This design comes from an exercise in tuning for small area, a short achievable clock period and few clock cycles per item on the open sky130 flow, not from production work. At most, simulation tests tie the RTL to the original design; equivalence was not proved.

## v6
## fnv_lane_mix
module fnv_lane_mix #(
  parameter int             LANES     = 4,
  parameter int             W         = 32,
  parameter logic [W-1:0]   FNV_PRIME = 32'h01000193
) (
  input  logic               clk,
  input  logic               rst,
  input  logic               in_valid,
  output logic               in_ready,
  input  logic [1:0]         mode,
  input  logic [LANES*W-1:0] a,
  input  logic [LANES*W-1:0] b,
  output logic               out_valid,
  input  logic               out_ready,
  output logic [LANES*W-1:0] c,
  output logic [W-1:0]       digest,
  output logic               out_err
);
  logic         adv;
  logic         v1_q, v2_q, v3_q;
  logic [1:0]   md1_q, md2_q, md3_q;
  logic         f1_q, f2_q;
  logic [W-1:0] r1_l0_q, r1_l3_q, r1_m1_q, r1_x1_q, r1_m2_q, r1_x2_q;
  logic [W-1:0] r2_l0_q, r2_l1_q, r2_l3_q, r2_m2_q, r2_x2_q;
  logic [W-1:0] r3_l0_q, r3_l1_q, r3_l3_q, r3_y2_q;
  logic [W-1:0] a0, a1, a2, a3, b0, b1, b2, b3;
  logic [W-1:0] bx0, bx1, bx2, bx3;
  logic [W-1:0] p0, p3, p1, p2;
  logic [W-1:0] y0, y3, m1, x1, m2, x2, y1, y2;
  logic         l2;
  assign adv      = !v3_q || out_ready;
  assign in_ready = adv;
  assign {a3, a2, a1, a0} = a;
  assign {b3, b2, b1, b0} = b;
  assign bx0 = mode[0] ? a0 ^ b0 : a0;
  assign bx1 = mode[0] ? a1 ^ b1 : a1;
  assign bx2 = mode[0] ? a2 ^ b2 : a2;
  assign bx3 = mode[0] ? a3 ^ b3 : a3;
  fnv_mulp u_mul0 (.x(bx0), .y(p0));
  fnv_mulp u_mul3 (.x(bx3), .y(p3));
  assign y0 = p0 ^ (mode[1] ? a1 : mode[0] ? '0 : b0);
  assign y3 = p3 ^ (mode[0] ? '0 : b3);
  assign m1 = bx1;
  assign x1 = mode[1] ? a2 : mode[0] ? '0 : b1;
  assign m2 = bx2;
  assign x2 = mode[1] ? a3 : mode[0] ? '0 : b2;
  fnv_mulp u_mul1 (.x(f1_q ? r1_l0_q : r1_m1_q), .y(p1));
  assign y1 = p1 ^ r1_x1_q;
  assign l2 = !md2_q[1];
  fnv_mulp u_mul2 (.x(f2_q ? r2_l1_q : r2_m2_q), .y(p2));
  assign y2 = p2 ^ r2_x2_q;
  ...
For scale: about 2600 cells after synthesis, ~490 flip-flops, roughly 430 I/O pins, ~33000 sq um of cells after synthesis.
==> module fnv_lane_mix, before the edit <==
module fnv_lane_mix #(
  parameter int             LANES     = 4,
  parameter int             W         = 32,
  parameter logic [W-1:0]   FNV_PRIME = 32'h01000193
) (
  input  logic               clk,
  input  logic               rst,
  input  logic               in_valid,
  output logic               in_ready,
  input  logic [1:0]         mode,
  input  logic [LANES*W-1:0] a,
  input  logic [LANES*W-1:0] b,
  output logic               out_valid,
  input  logic               out_ready,
  output logic [LANES*W-1:0] c,
  output logic [W-1:0]       digest,
  output logic               out_err
);
  logic         adv;
  logic         v1_q, v2_q, v3_q;
  logic [1:0]   md1_q, md2_q, md3_q;
  logic         f1_q, f2_q;
  logic [W-1:0] r1_l0_q, r1_l3_q, r1_m1_q, r1_x1_q, r1_m2_q, r1_x2_q;
  logic [W-1:0] r2_l0_q, r2_l1_q, r2_l3_q, r2_m2_q, r2_x2_q;
  logic [W-1:0] r3_l0_q, r3_l1_q, r3_l3_q, r3_y2_q;
  logic [W-1:0] a0, a1, a2, a3, b0, b1, b2, b3;
  logic [W-1:0] bx0, bx1, bx2, bx3;
  logic [W-1:0] p0, p3, p1, p2;
  logic [W-1:0] y0, y3, m1, x1, m2, x2, y1, y2;
  logic         l2;
  assign adv      = !v3_q || out_ready;
  assign in_ready = adv;
  assign {a3, a2, a1, a0} = a;
  assign {b3, b2, b1, b0} = b;
  assign bx0 = mode[0] ? a0 ^ b0 : a0;
  assign bx1 = mode[0] ? a1 ^ b1 : a1;
  assign bx2 = mode[0] ? a2 ^ b2 : a2;
  assign bx3 = mode[0] ? a3 ^ b3 : a3;
  fnv_mulp u_mul0 (.x(bx0), .y(p0));
  fnv_mulp u_mul3 (.x(bx3), .y(p3));
  assign y0 = p0 ^ (mode[1] ? a1 : mode[0] ? '0 : b0);
  assign y3 = p3 ^ (mode[0] ? '0 : b3);
  assign m1 = bx1;
  assign x1 = mode[1] ? a2 : mode[0] ? '0 : b1;
  assign m2 = bx2;
  assign x2 = mode[1] ? a3 : mode[0] ? '0 : b2;
  fnv_mulp u_mul1 (.x(f1_q ? r1_l0_q : r1_m1_q), .y(p1));
  assign y1 = p1 ^ r1_x1_q;
  assign l2 = !md2_q[1];
  fnv_mulp u_mul2 (.x(f2_q ? r2_l1_q : r2_m2_q), .y(p2));
  assign y2 = p2 ^ r2_x2_q;
  always_ff @(posedge clk) begin
    if (rst) begin
      v1_q <= 1'b0;
      v2_q <= 1'b0;
      v3_q <= 1'b0;
    end else if (adv) begin
      v1_q <= in_valid;
      v2_q <= v1_q;
      v3_q <= v2_q;
    end
  end
  always_ff @(posedge clk) begin
    if (adv) begin
      md1_q   <= mode;
      f1_q    <= (mode == 2'd2);
      r1_l0_q <= y0;
      r1_l3_q <= y3;
      r1_m1_q <= m1;
      r1_x1_q <= x1;
      r1_m2_q <= m2;
      r1_x2_q <= x2;
      md2_q   <= md1_q;
      f2_q    <= f1_q;
      r2_l0_q <= r1_l0_q;
      r2_l1_q <= y1;
      r2_l3_q <= r1_l3_q;
      r2_m2_q <= r1_m2_q;
      r2_x2_q <= r1_x2_q;
      md3_q   <= md2_q;
      r3_l0_q <= l2 ? r2_l0_q : '0;
      r3_l1_q <= l2 ? r2_l1_q : '0;
      r3_l3_q <= l2 ? r2_l3_q : '0;
      r3_y2_q <= y2;
    end
  end
  assign out_valid = v3_q;
  assign c         = {r3_l3_q, md3_q[1] ? '0 : r3_y2_q, r3_l1_q, r3_l0_q};
  assign digest    = (md3_q == 2'd2) ? r3_y2_q : '0;
  assign out_err   = (md3_q == 2'd3);
endmodule
Settings: LEC_CHECK=0, CAP_MARGIN=20, CORE_MARGIN=2, CORE_UTILIZATION=65, CTS_BUF_LIST=sky130_fd_sc_hd__clkbuf_8, SETUP_SLACK_MARGIN=1.6, SLEW_MARGIN=20; clock period 7.0 ns.
standard.sh (not shown) runs the stock make flow with config.mk's settings and CLKGATE_MAP_FILE= SYNTH_SCRIPT=/design/flow/synth_recipe.tcl, a recipe that flattens the netlist after the stock synthesis.
==> flow/flow/run.sh <==
#!/bin/bash
# Standard layout, but the port buffers that placement inserts on every input and
# output are the smallest buffer (buf_1); timing repair resizes them where needed.
set -euo pipefail
bash standard.sh BUFFER_PORTS_ARGS="-buffer_cell sky130_fd_sc_hd__buf_1" finish > flow_standard.log 2>&1
No stage failed in v6, and the final checks on the layout all came back clean.
Testbench counts of v6, summed over its fixed seeds: cycles 4,824, items 4,800.
> inputs changed (v6 -> v7)
--- a/flow/design.v
+++ b/flow/design.v
@@ -16,13 +16,13 @@
   output logic [W-1:0]       digest,
   output logic               out_err
 );
   logic         adv;
   logic         v1_q, v2_q, v3_q;
   logic [1:0]   md1_q, md2_q, md3_q;
-  logic         f1_q, f2_q;
+  logic         f1_q;
   logic [W-1:0] r1_l0_q, r1_l3_q, r1_m1_q, r1_x1_q, r1_m2_q, r1_x2_q;
   logic [W-1:0] r2_l0_q, r2_l1_q, r2_l3_q, r2_m2_q, r2_x2_q;
   logic [W-1:0] r3_l0_q, r3_l1_q, r3_l3_q, r3_y2_q;
   logic [W-1:0] a0, a1, a2, a3, b0, b1, b2, b3;
   logic [W-1:0] bx0, bx1, bx2, bx3;
   logic [W-1:0] p0, p3, p1, p2;
@@ -37,20 +37,20 @@
   assign bx2 = mode[0] ? a2 ^ b2 : a2;
   assign bx3 = mode[0] ? a3 ^ b3 : a3;
   fnv_mulp u_mul0 (.x(bx0), .y(p0));
   fnv_mulp u_mul3 (.x(bx3), .y(p3));
   assign y0 = p0 ^ (mode[1] ? a1 : mode[0] ? '0 : b0);
   assign y3 = p3 ^ (mode[0] ? '0 : b3);
-  assign m1 = bx1;
+  assign m1 = mode[1] ? y0 : bx1;
   assign x1 = mode[1] ? a2 : mode[0] ? '0 : b1;
   assign m2 = bx2;
   assign x2 = mode[1] ? a3 : mode[0] ? '0 : b2;
-  fnv_mulp u_mul1 (.x(f1_q ? r1_l0_q : r1_m1_q), .y(p1));
+  fnv_mulp u_mul1 (.x(r1_m1_q), .y(p1));
   assign y1 = p1 ^ r1_x1_q;
   assign l2 = !md2_q[1];
-  fnv_mulp u_mul2 (.x(f2_q ? r2_l1_q : r2_m2_q), .y(p2));
+  fnv_mulp u_mul2 (.x(r2_m2_q), .y(p2));
   assign y2 = p2 ^ r2_x2_q;
   always_ff @(posedge clk) begin
     if (rst) begin
       v1_q <= 1'b0;
       v2_q <= 1'b0;
       v3_q <= 1'b0;
@@ -60,25 +60,24 @@
       v3_q <= v2_q;
     end
   end
   always_ff @(posedge clk) begin
     if (adv) begin
       md1_q   <= mode;
-      f1_q    <= (mode == 2'd2);
+      f1_q    <= mode[1];
       r1_l0_q <= y0;
       r1_l3_q <= y3;
       r1_m1_q <= m1;
       r1_x1_q <= x1;
       r1_m2_q <= m2;
       r1_x2_q <= x2;
       md2_q   <= md1_q;
-      f2_q    <= f1_q;
       r2_l0_q <= r1_l0_q;
       r2_l1_q <= y1;
       r2_l3_q <= r1_l3_q;
-      r2_m2_q <= r1_m2_q;
+      r2_m2_q <= f1_q ? y1 : r1_m2_q;
       r2_x2_q <= r1_x2_q;
       md3_q   <= md2_q;
       r3_l0_q <= l2 ? r2_l0_q : '0;
       r3_l1_q <= l2 ? r2_l1_q : '0;
       r3_l3_q <= l2 ? r2_l3_q : '0;
       r3_y2_q <= y2;
Results
- Per the final summary, v7 finished and its layout is clean on timing, DRC and antenna.
- Total clock buffers created by CTS: v7 vs v6 down 3
- The final worst setup slack of v7 falls short of that of v6 by 0.27 ns.
- v6 vs v7, capture point of the worst path: r3_y2_q[31]$_DFFE_PP_ vs r1_l3_q[31]$_DFFE_PP_
- The cell area of v7 is higher than that of v6.
- On v7: fmax is about 5% lower than what v6 gave.
- Comparing v7 and v6, register-to-register slack is lower on v6.
- In v7, net count after synthesis is higher than in v6.
- Going from v6 to v7, wire length on met1 shrinks by 150 um.
Only the layout flow was run in v7; the RTL was not checked for function there.

## port drivers added, routing unchanged
In the flow no input, the clock included, has a driving cell. The finished layouts below were timed again as built, in two steps. Step 1 (the two cells are an assumption about what drives the block):
set clk [get_ports {clk}]
set_driving_cell -lib_cell sky130_fd_sc_hd__clkbuf_16 $clk
set_driving_cell -lib_cell sky130_fd_sc_hd__buf_2 [delete_from_list [all_inputs] $clk]
Step 2 also shifts input and output timing later by t, the mid clock arrival at the registers, as if the neighbouring blocks saw the same clock. Three values: no drivers, after step 1, after step 2; two values: the first two.
run	t, ns	slack for setup (ns)	clock arrival spread, ns	worst register clock-pin slew, ns	pins driven straight from the clock port
v6	0.743	1.667 / 1.583 / 0.840	0.036 / 0.036	0.07 / 0.07	1
v7	0.727	1.394 / 1.306 / 0.579	0.042 / 0.042	0.07 / 0.07	1
After both steps setup and hold are still met in every run listed. The setup slack of v6, which loses most, moves by -0.084 ns with the drivers and by -0.827 ns with both steps.
